This design comes from an exercise in tuning for small area, a short achievable clock period and few clock cycles on the open sky130 flow, not from production work. Only simulation tests tie the RTL to the original design; equivalence was not proved. No activity file was given, so power comes from the tool's default toggle rates.

## flow/design.v (module list and top-level ports; edited modules follow where they fit)
// module ftdfr_cpa: 376 lines
// module ftdfr_mac: 712 lines
// module force_torque_packet_deframer_core: 210 lines
module force_torque_packet_deframer_core (
  input  logic                     clk_i,
  input  logic                     rst_ni,
  input  logic                     in_valid_i,
  output logic                     in_stall_o,
  input  logic [BYTE_W-1:0]        rx_byte_i,
  output logic                     out_valid_o,
  input  logic                     out_stall_i,
  output logic signed [PROD_W-1:0] force_x_o,
  output logic signed [PROD_W-1:0] force_y_o,
  output logic signed [PROD_W-1:0] force_z_o,
  output logic signed [PROD_W-1:0] torque_x_o,
  output logic signed [PROD_W-1:0] torque_y_o,
  output logic signed [PROD_W-1:0] torque_z_o,
  output logic [SKIP_W-1:0]        skipped_bytes_o,
  input  logic                     cfg_valid_i,
  output logic                     cfg_ready_o,
  input  logic [CFG_IDX_W-1:0]     cfg_index_i,
  input  logic [GAIN_W-1:0]        cfg_data_i
);
  // ...
==> flow/flow/run.sh <==
#!/bin/bash
# The standard layout (the standard.sh), with these changes to how the
# layout is made, none to the design's registers or the constraints:
#  - after the standard synthesis, polarity.py re-polarises the full adders
#    (a full adder is self-dual) to drop most inverters between them; the
#    registers and all other cells stay as synthesis made them;
#  - the port buffers are buf_1 cells instead of the delay buffer that
#    buffer_ports picks on its own (every port still gets its own buffer);
set -euo pipefail
export BUFFER_PORTS_ARGS="-buffer_cell sky130_fd_sc_hd__buf_1"
export SETUP_SLACK_MARGIN=7.62
RES=orfs/results/${FLOW_PLATFORM}/force_torque_packet_deframer_core/base
bash standard.sh synth > flow_synth.log 2>&1
cp $RES/1_2_yosys.v flow_synth_netlist.v
python3 flow/polarity.py flow_synth_netlist.v $RES/1_2_yosys.v > flow_polarity.log 2>&1
rm -f $RES/1_synth.odb $RES/1_synth.sdc
bash standard.sh > flow_layout.log 2>&1
test -s out/final.def
==> flow/flow/polarity.py <==
#!/usr/bin/env python3
"""Re-polarise full adders in a Yosys gate netlist to remove inverters.

A full adder is self-dual: fa(~a, ~b, ~c) = (~sum, ~cout). For each fa cell we
may choose to feed it the complements of its inputs, in which case its outputs
carry the complements of what they carried. Inverters (inv_N) between cells are
dissolved into (signal, phase) pairs; after choosing each adder's polarity to
need as few complemented signals as possible, one inverter is rebuilt for each
signal that some pin needs in the phase its driver does not give. Registers and
every other cell are left exactly as they are.

usage: polarity.py IN.v OUT.v
"""
import re, sys, random, collections

src = open(sys.argv[1]).read()
OUTPINS = {"X", "Y", "Q", "Q_N", "COUT", "SUM", "HI", "LO", "GCLK"}
inst_re = re.compile(r"^  (sky130_fd_sc_hd__\w+) (\S+) +\((.*?)\n  \);\n", re.S | re.M)
pin_re = re.compile(r"\.(\w+)\((.*?)\)(?:,|\s*$)", re.M)

insts = []
for m in inst_re.finditer(src):
    typ, name, body = m.group(1), m.group(2), m.group(3)
    pins = [(p, n.strip()) for p, n in pin_re.findall(body)]
    insts.append([typ, name, pins, m.start(), m.end()])

ports = set()
for m in re.finditer(r"^\s*(input|output|inout)\s+(?:\[(\d+):(\d+)\]\s+)?(\S+);", src, re.M):
    _, hi, lo, nm = m.groups()
    if hi is None:
        ports.add(nm)
    else:
        for i in range(min(int(hi), int(lo)), max(int(hi), int(lo)) + 1):
            ports.add(f"{nm}[{i}]")

def is_inv(t):
    return re.fullmatch(r"sky130_fd_sc_hd__inv_\d+", t) is not None
def is_fa(t):
    return re.fullmatch(r"sky130_fd_sc_hd__fa_\d+", t) is not None

driver = {}
for idx, (typ, name, pins, _, _) in enumerate(insts):
    for p, n in pins:
        if p in OUTPINS:
            driver[n] = (idx, p)

# removable inverters: output is not a port
removable = set()
for idx, (typ, name, pins, _, _) in enumerate(insts):
    if is_inv(typ):
        d = dict(pins)
        if d["Y"] not in ports and not d["A"].startswith("1'"):
            removable.add(idx)

memo = {}
def root(n):
    if n in memo:
        return memo[n]
    d = driver.get(n)
    if d is not None and d[0] in removable:
        a = dict(insts[d[0]][2])["A"]
        r, ph = root(a)
        res = (r, ph ^ 1)
    else:
        res = (n, 0)
    memo[n] = res
    return res

fas = [i for i, it in enumerate(insts) if is_fa(it[0])]
frozen = set()
for i in fas:
    for p, n in insts[i][2]:
        if p in OUTPINS and n in ports:
            frozen.add(i)
pol = {i: 0 for i in fas}
root_drv_fa = {}
for i in fas:
    for p, n in insts[i][2]:
        if p in OUTPINS:
            root_drv_fa[n] = i

# consumer pins: (inst idx, pin, root, phase)
cons = []
for idx, (typ, name, pins, _, _) in enumerate(insts):
    if idx in removable:
        continue
    for p, n in pins:
        if p in OUTPINS or n.startswith("1'"):
            continue
        r, ph = root(n)
        cons.append((idx, p, r, ph))
# output ports are consumers too (phase 0 of their own net's root)
port_need = []
for n in ports:
    if n in driver and driver[n][0] in removable:
        pass  # kept inverter drives it (not removable), can't happen
need = collections.defaultdict(lambda: [0, 0])
by_fa_in = collections.defaultdict(list)
def need_phase(c):
    idx, p, r, ph = c
    return ph ^ pol[idx] if idx in pol else ph
for c in cons:
    need[c[2]][need_phase(c)] += 1
    if c[0] in pol:
        by_fa_in[c[0]].append(c)
def dpol(r):
    i = root_drv_fa.get(r)
    return pol[i] if i is not None else 0
def cost_r(r):
    return 1 if need[r][1 - dpol(r)] > 0 else 0
fa_out_roots = {i: [n for p, n in insts[i][2] if p in OUTPINS] for i in fas}
def flip(i):
    for c in by_fa_in[i]:
        need[c[2]][need_phase(c)] -= 1
    pol[i] ^= 1
    for c in by_fa_in[i]:
        need[c[2]][need_phase(c)] += 1
def local_roots(i):
    return set(c[2] for c in by_fa_in[i]) | set(fa_out_roots[i])
total = sum(cost_r(r) for r in list(need.keys()))
print("inverters before", len(removable), "needed at start", total, file=sys.stderr)
random.seed(1)
improved = True
rounds = 0
while improved and rounds < 100:
    improved = False
    rounds += 1
    order = [i for i in fas if i not in frozen]
    random.shuffle(order)
    for i in order:
        rs = local_roots(i)
        before = sum(cost_r(r) for r in rs)
        flip(i)
        after = sum(cost_r(r) for r in rs)
        if after < before:
            improved = True
        else:
            flip(i)
total = sum(cost_r(r) for r in list(need.keys()))
print("needed after", total, "flipped", sum(pol.values()), file=sys.stderr)

# rebuild
def esc(n):
    return n + " " if n.startswith("\\") else n
newinv = {}
new_wires = []
new_cells = []
cnt = 0
def phys(r, ph):
    global cnt
    if ph == dpol(r):
        return r
    if r not in newinv:
        w = f"_pol{cnt}_"
        cnt += 1
        newinv[r] = w
        new_wires.append(w)
        new_cells.append(f"  sky130_fd_sc_hd__inv_1 _polinv{cnt}_ (\n    .A({esc(r)}),\n    .Y({w})\n  );\n")
    return newinv[r]
repl = {}
for c in cons:
    idx, p, r, ph = c
    repl[(idx, p)] = phys(r, need_phase(c))
out = []
pos = 0
for idx, (typ, name, pins, s, e) in enumerate(insts):
    out.append(src[pos:s])
    pos = e
    if idx in removable:
        continue
    body = ",\n".join(f"    .{p}({esc(repl.get((idx, p), n))})" for p, n in pins)
    out.append(f"  {typ} {name} (\n{body}\n  );\n")
out.append(src[pos:])
res = "".join(out)
k = res.rindex("endmodule")
res = res[:k] + "".join(new_cells) + res[k:]
# declare new wires after the module header
k = res.index(";\n", res.index("module ")) + 2
res = res[:k] + "".join(f"  wire {w};\n" for w in new_wires) + res[k:]
open(sys.argv[2], "w").write(res)
print("inverters after", len(new_cells) + 0, file=sys.stderr)
==> flow/standard.sh <==
#!/bin/bash
# synth_recipe.tcl (not shown) runs the flow's synth.tcl, then flattens the netlist and writes it again
# the make line also repeats each setting of config.mk as NAME=value (left out here)
make -C /OpenROAD-flow-scripts/flow DESIGN_CONFIG=/design/flow/config.mk WORK_HOME=/design/flow/orfs CLKGATE_MAP_FILE= SYNTH_SCRIPT=/design/flow/synth_recipe.tcl "${@:-finish}"
==> flow/config.mk <==
export PLATFORM = sky130hd
export DESIGN_NAME = force_torque_packet_deframer_core
export DESIGN_NICKNAME = force_torque_packet_deframer_core
export VERILOG_FILES = /design/flow/design.v
export SDC_FILE = /design/flow/constraint.sdc
export NUM_CORES = 4
export LEC_CHECK = 0
export CAP_MARGIN = 20
export CORE_MARGIN = 2
export CORE_UTILIZATION = 65
export CTS_CLUSTER_DIAMETER = 100
export CTS_CLUSTER_SIZE = 25
export SLEW_MARGIN = 20
==> flow/constraint.sdc <==
create_clock -name core_clock -period 11.0 [get_ports {clk_i}]
set_input_delay 2.2000 -clock core_clock [delete_from_list [all_inputs] [get_ports {clk_i}]]
set_output_delay 2.2000 -clock core_clock [all_outputs]
set_load 0.01 [all_outputs]
==> impl_metrics.json, run 1 <==
{
  "p_switching_mw": 0.795,
  "slew_violations": 0,
  "gr-usage-met3": 0.0462,
  "area_dominant_class": "sequential cells",
  "routed.top_layer": "met4",
  "syn_inst": 2044,
  "clockBufferDepth": 3,
  "met3_wirelength_um": 4760,
  "worstMarginPinSlew_ns": 1.07,
  "antenna_found_initial": 0,
  "comb_power_mw": 0.112,
  "status": "complete, no violations",
  "multi_input_area_share": 0.382,
  "post-place-ws_ns": 7.29,
  "reg.largest.list": "res_q (336), acc_c_q (56), acc_s_q (56)",
  "post-route-util": 0.735,
  "die_x_um": 211,
  "drt-vias-per-instance": 6.09,
  "arrival_ns": 1.19,
  "fin_skew_ns": 0.0266,
  "p_seq_frac": 0.669,
  "place_area_um2": 29900,
  "maxSlewHeadroom": 0.283,
  "io_pins": 402,
  "reg2reg_from": "acc_s_q[9]",
  "numCtsBuffers": 26,
  "postLayoutCellArea_um2": 31000
}
Testbench counts, summed over its fixed seeds: cycles 31,328.
==> inputs of run 2 (changes only) <==
--- a/flow/config.mk
+++ b/flow/config.mk
@@ -10,4 +10,4 @@
 export CORE_UTILIZATION = 65
-export CTS_CLUSTER_DIAMETER = 100
-export CTS_CLUSTER_SIZE = 25
+export CTS_CLUSTER_DIAMETER = 60
+export CTS_CLUSTER_SIZE = 16
 export SLEW_MARGIN = 20
==> run 2 against run 1 <==
Compared with the run above: synthesized cell count unchanged; final area increased by 2.3%; worst hold slack got worse by 0.0057 ns; sequential power about the same; die area unchanged; still clean on timing, DRC and antenna; total power increased by 15%; cell count increased by 1.1%; largest power group unchanged; utilization increased by 1.7 points; clock-buffer cell count increased by 16; first-iteration DRC count increased by 6.4%; clock power increased by about 50%; critical path type unchanged; via count increased by 0.77%.
==> impl_metrics.json, run 2 <==
{
  "hold_class": "reg2reg",
  "drive_above_1_share": 0.0788,
  "worstMarginPinSlew_ns": 1.04,
  "irDropWorstVdd_mv": 0.139,
  "critPathTopFamily": "flip-flops",
  "core_um2": 42100,
  "place_congestion": 0.964,
  "maxSlewHeadroom": 0.304,
  "p_per_area_nw_per_um2": 132,
  "dp.cells": 2885,
  "maxCapViolations": 0,
  "routed_wl_um": 69200,
  "dr.pass1.iters": 6,
  "portBuffers": 400,
  "rows": 75,
  "tns_ns": 0,
  "cts_tree": "done",
  "drt-vias-per-instance": 6.08,
  "grt_pass1_vias": 17729,
  "drt_iter0_drc": 1755,
  "die_y_um": 211,
  "status": "complete, no violations",
  "reg.largest.list": "res_q (336), acc_c_q (56), acc_s_q (56)",
  "critPathBufInv": 1,
  "grt_max_degree": 98,
  "worst_path_largest_cell_delay_ns": 0.43,
  "multiInputGateArea_um2": 11800,
  "n_antenna_cell": 0,
  "hold_buffers": 0,
  "track_usage": 0.310,
  "final_cells": 2975,
  "grt-ovfl-total": 0,
  "min_to": "tk_q",
  "hp-start": "stall_q",
  "vias": 18076,
  "post-place-ws_ns": 7.29,
  "root_buffer": "clkbuf_16",
  "cts_sinks": 574,
  "r2r-end": "skip_q[12]",
  "hold_path_depth": 1,
  "antenna_left": 0,
  "clockBufferDepth": 3,
  "largest_reg_flops": 336,
  "postLayoutCellArea_um2": 31700,
  "hold_viol_final": 0,
  "fin_nets": 2711,
  "nFillCells": 2777,
  "cp_cell_sequence": "buf_6",
  "reg2reg_from": "phase_q[0]",
  "layout_commonest_cell": "buf_1",
  "slowest_stage": "edfxtp_1",
  "numCtsBuffers": 47,
  "arrival_ns": 1.19,
  "regArea_um2": 15500,
  "r2r_cells": 10,
  "io_pins": 402,
  "finalCritPeriodShare": 0.308,
  "place_area_um2": 29900,
  "worst-path-stages": 1,
  "whs_ns": 0.465,
  "wl_per_cell_um": 23.3,
  "end_kind": "output pin",
  "setup_viol": 0,
  "r2r_setup_slack_ns": 7.68,
  "syn_inst": 2044,
  "synthesis.nets": 2350,
  "postSynthAreaPerCell_um2": 13.7,
  "syn2layout_area_growth_pct": 13.5,
  "cp.required_ns": 8.80,
  "worst-setup-path-type": "reg2out",
  "insertion_delay_ns": 0.60,
  "dpl.hpwl_um": 49200,
  "power_mw": 4.18,
  "antenna_found_initial": 0,
  "fin_skew_ns": 0.0138,
  "die_x_um": 211,
  "path_clk_slew_ns": 0.06,
  "fmax_ghz": 0.295,
  "grt_pass1_wl_um": 105000,
  "min_period_ns": 3.39,
  "setup_slack_ns": 7.61,
  "yosysWarnings": 2,
  "htree_levels": 2,
  "post-route-util": 0.752,
  "slew_violations": 0,
  "die-area_um2": 44600,
  "start_util": 0.662,
  "worstPathMaxFanout": 1,
  "synth_area_um2": 27900,
  "rsz0062_at_grt": "true",
  "critPathLaunchType": "flop",
  "regMostFlops": "res_q",
  "layout_common_cells": "buf_1, edfxtp_1, fa_1, xnor2_1, a22oi_1",
  "p_leak_nw": 12.0,
  "drcViolationCount": 0
}
==> run 2: how the worst max path moves through the flow <==
stage / startpoint / to / slack, ns
after floorplan: phase_q[0] / res_q[3][0] / 6.46
after global placement: acc_c_q[9] / res_q[3][42] / 7.46
after detailed placement: phase_q[0] / skip_q[10] / 7.29
after CTS: res_q[1][42] / force_y_o[42] / 7.59
after global routing: phase_q[0] / skip_q[12] / 7.47
final: res_q[2][42] / force_z_o[42] / 7.61
==> run 2: cell type report <==
type                       instances  area share
clock buffer                      63      0.0400
multi-input combinational       1267       0.373
tap                              539      0.0213
sequential                       574       0.490
timing repair buffer             438      0.0592
clock inverter                    17     0.00719
inverter                          77     0.00928
==> run 2: per-layer routing <==
layer,share of wire,wire length (um),vias to the layer above,global-route usage
li1,-,-,8106,-
met1,0.39,26900,9016,0.407
met2,0.50,34800,797,0.525
met3,0.075,5160,157,0.0578
met4,0.035,2400,0,0.102
met5,0,0,-,0
==> run 2: power breakdown <==
group          internal [mW]  total (mW)  switching (mW)
combinational         0.0551       0.113          0.0580
clock                  0.873        1.64           0.765
sequential              2.32        2.43           0.106
total                   3.25        4.18           0.929
==> run 2: repair_timing <==
item | in CTS | in global routing
gates cloned | 0 | 1
pin swaps | 2 | 5
buffers inserted | 6 | 3
setup endpoints to repair | 204 | 229
resized for setup | 26 | 44
==> inputs of run 3 (changes only) <==
--- a/flow/config.mk
+++ b/flow/config.mk
@@ -10,4 +10,4 @@
 export CORE_UTILIZATION = 65
-export CTS_CLUSTER_DIAMETER = 60
-export CTS_CLUSTER_SIZE = 16
+export CTS_CLUSTER_DIAMETER = 90
+export CTS_CLUSTER_SIZE = 30
 export SLEW_MARGIN = 20
==> run 3 against run 2 <==
Compared with the run above: die area is the same; cell count shrank 1.2%; register-to-register slack lost 0.04 ns; flip-flop and latch count is the same; critical path type unchanged.
==> impl_metrics.json, run 3 <==
{
  "grt_pass1_wl_um": 103000,
  "place_congestion": 0.964,
  "insertion_delay_ns": 0.59,
  "grt_pass1_vias": 17524,
  "io_pins": 402,
  "vias": 17953,
  "portBuffers": 400,
  "grt-busiest-layer": "met2",
  "track_usage": 0.304,
  "die-area_um2": 44600,
  "core_um2": 42100,
  "cp-endpoint": "force_z_o[42]",
  "maxCapViolations": 0,
  "layout_common_cells": "buf_1, edfxtp_1, fa_1, xnor2_1, a22oi_1",
  "irDropWorstVdd_mv": 0.130,
  "tns_ns": 0,
  "yosysWarnings": 2,
  "dr.pass1.iters": 6,
  "layout_commonest_cell": "buf_1",
  "status": "complete, no violations",
  "fin_nets": 2689,
  "cp.required_ns": 8.80,
  "critPathBufInv": 1,
  "maxSlewHeadroom": 0.279,
  "power_mw": 3.63,
  "worst-path-stages": 1,
  "finalCritPeriodShare": 0.307,
  "critPathTopFamily": "flip-flops",
  "syn_inst": 2044,
  "arrival_ns": 1.18,
  "r2r-end": "res_q[1][42]",
  "worst-setup-path-type": "reg2out",
  "cp_cell_sequence": "buf_6",
  "synth_area_um2": 27900,
  "min_period_ns": 3.38,
  "rsz0062_at_grt": "true",
  "htree_levels": 1,
  "start_util": 0.662,
  "largest_reg_flops": 336,
  "worstMarginPinSlew_ns": 1.08,
  "p_leak_nw": 11.6,
  "fin_skew_ns": 0.0229,
  "rows": 75,
  "reg2reg_from": "acc_s_q[9]",
  "critPathLaunchType": "flop",
  "gr-usage-met3": 0.0448,
  "r2r_cells": 9,
  "synthesis.nets": 2350,
  "setup_viol": 0,
  "hold_buffers": 0,
  "grt-ovfl-total": 0,
  "worstPathMaxFanout": 1,
  "postSynthAreaPerCell_um2": 13.7,
  "n_antenna_cell": 0,
  "die_y_um": 211,
  "drcViolationCount": 0,
  "dpl.hpwl_um": 49200,
  "slew_violations": 0,
  "slowest_stage": "edfxtp_1",
  "drive_above_1_share": 0.0666,
  "routed_wl_um": 68500,
  "path_clk_slew_ns": 0.11,
  "antenna_found_initial": 0,
  "syn2layout_area_growth_pct": 11.0,
  "drt_iter0_drc": 1706,
  "regMostFlops": "res_q",
  "cts_tree": "done",
  "hold_class": "reg2reg",
  "gr-usage-met2": 0.522,
  "antenna_left": 0,
  "end_kind": "output pin",
  "numCtsBuffers": 24,
  "crit_start": "res_q[2][42]",
  "drt-vias-per-instance": 6.11,
  "root_buffer": "clkbuf_16",
  "hold_viol_final": 0,
  "cts_sinks": 574,
  "met1_usage": 0.408,
  "wl_per_cell_um": 23.3,
  "reg.largest.list": "res_q (336), acc_c_q (56), acc_s_q (56)",
  "p_per_area_nw_per_um2": 117,
  "fmax_ghz": 0.296,
  "worst_path_largest_cell_delay_ns": 0.44,
  "grt_max_degree": 98,
  "die_x_um": 211,
  "r2r_setup_slack_ns": 7.64,
  "clockBufferDepth": 3
}
-- run 3: changes by cell type in the layout (fill, tap and decap cells not counted), sizes merged, moves of 2 or more --
cell      before  now
clkinvlp       3    1
bufinv         2    0
inv           79   81
buf          423  430
clkinv        10    2
clkbuf        78   47
-- run 3: what timing repair did --
action / 4_1_cts / 5_1_grt
pin swaps: 2 / 5
setup buffers: 7 / 4
resized for setup: 23 / 49
gates cloned: 0 / 0
setup endpoints to repair: 211 / 256
-- run 3: stage by stage --
step           utilization  hold slack (ns)  instance area [um2]  std cells  setup WS [ns]
2_1_floorplan            -            0.423                28000       2044           6.46
3_3_place_gp         0.710            0.457                29900       2885           7.46
3_5_place_dp         0.710            0.454                29900       2885           7.29
4_1_cts              0.730            0.480                30800       2936           7.61
5_1_grt              0.735            0.496                31000       2940           7.53
6_report             0.735            0.472                31000       2940           7.62
-- run 3: worst min-delay path by stage --
stage | from | to | slack (ns) | cells after the start
final | stall_q | tk_q | 0.47 | 1
after global routing | skip_q[0] | res_skip_q[0] | 0.50 | 0
after CTS | stall_q | tk_q | 0.48 | 1
after detailed placement | stall_q | tk_q | 0.45 | 1
after global placement | skip_q[0] | res_skip_q[0] | 0.46 | 0
after floorplan | skip_q[13] | res_skip_q[13] | 0.42 | 0
-- run 3: report_power, final --
part	internal, mW	switching, mW
registers	2.32	0.106
logic	0.0552	0.0579
clock network	0.440	0.646
total	2.82	0.810
-- run 3: per-layer routing --
layer	vias up	share of wire	wire (um)
met3	127	0.067	4560
met1	9030	0.40	27100
met2	761	0.51	34800
li1	8035	-	-
met5	-	0	0
met4	0	0.029	2000
-- run 3: final cells by class --
class | count | area, um2
repair buffers | 440 | 1880
clock inverters | 7 | 65.1
multi-input cells | 1266 | 11900
well taps | 539 | 674
flip-flops and latches | 574 | 15500
clock buffers | 37 | 671
fillers | 2866 | 11100
inverters | 77 | 294

[what the ideal ports hide]
How much do the figures lean on ideal ports? The routed layouts below were timed once more, with nothing changed but the port constraints.
Step 1, drivers: a clkbuf_16 drives clk_i and a buf_2 each remaining input, both assumed.
Step 2 moves the port delays by t, midway between the first and last clock arrival at a register: inputs arrive t later, outputs are due t later. That takes back most of the time a late clock gives input paths.
Slacks: no drivers / after step 1 / after step 2; pairs: no drivers / after step 1.
run	t, ns	setup slack, ns	worst setup path at the end	worst data-port slew with drivers (ns)	cell pins on the clock port's net
run 1	0.649	7.607 / 7.545 / 7.510	input to register	0.07	1
run 2	0.651	7.614 / 7.557 / 7.518	input to register	0.07	1
run 3	0.637	7.620 / 7.561 / 7.515	input to register	0.07	1
After both steps setup and hold are still met in every run listed. For run 3, which loses most, drivers alone change the setup slack by -0.059 ns; drivers and shift together by -0.105 ns.
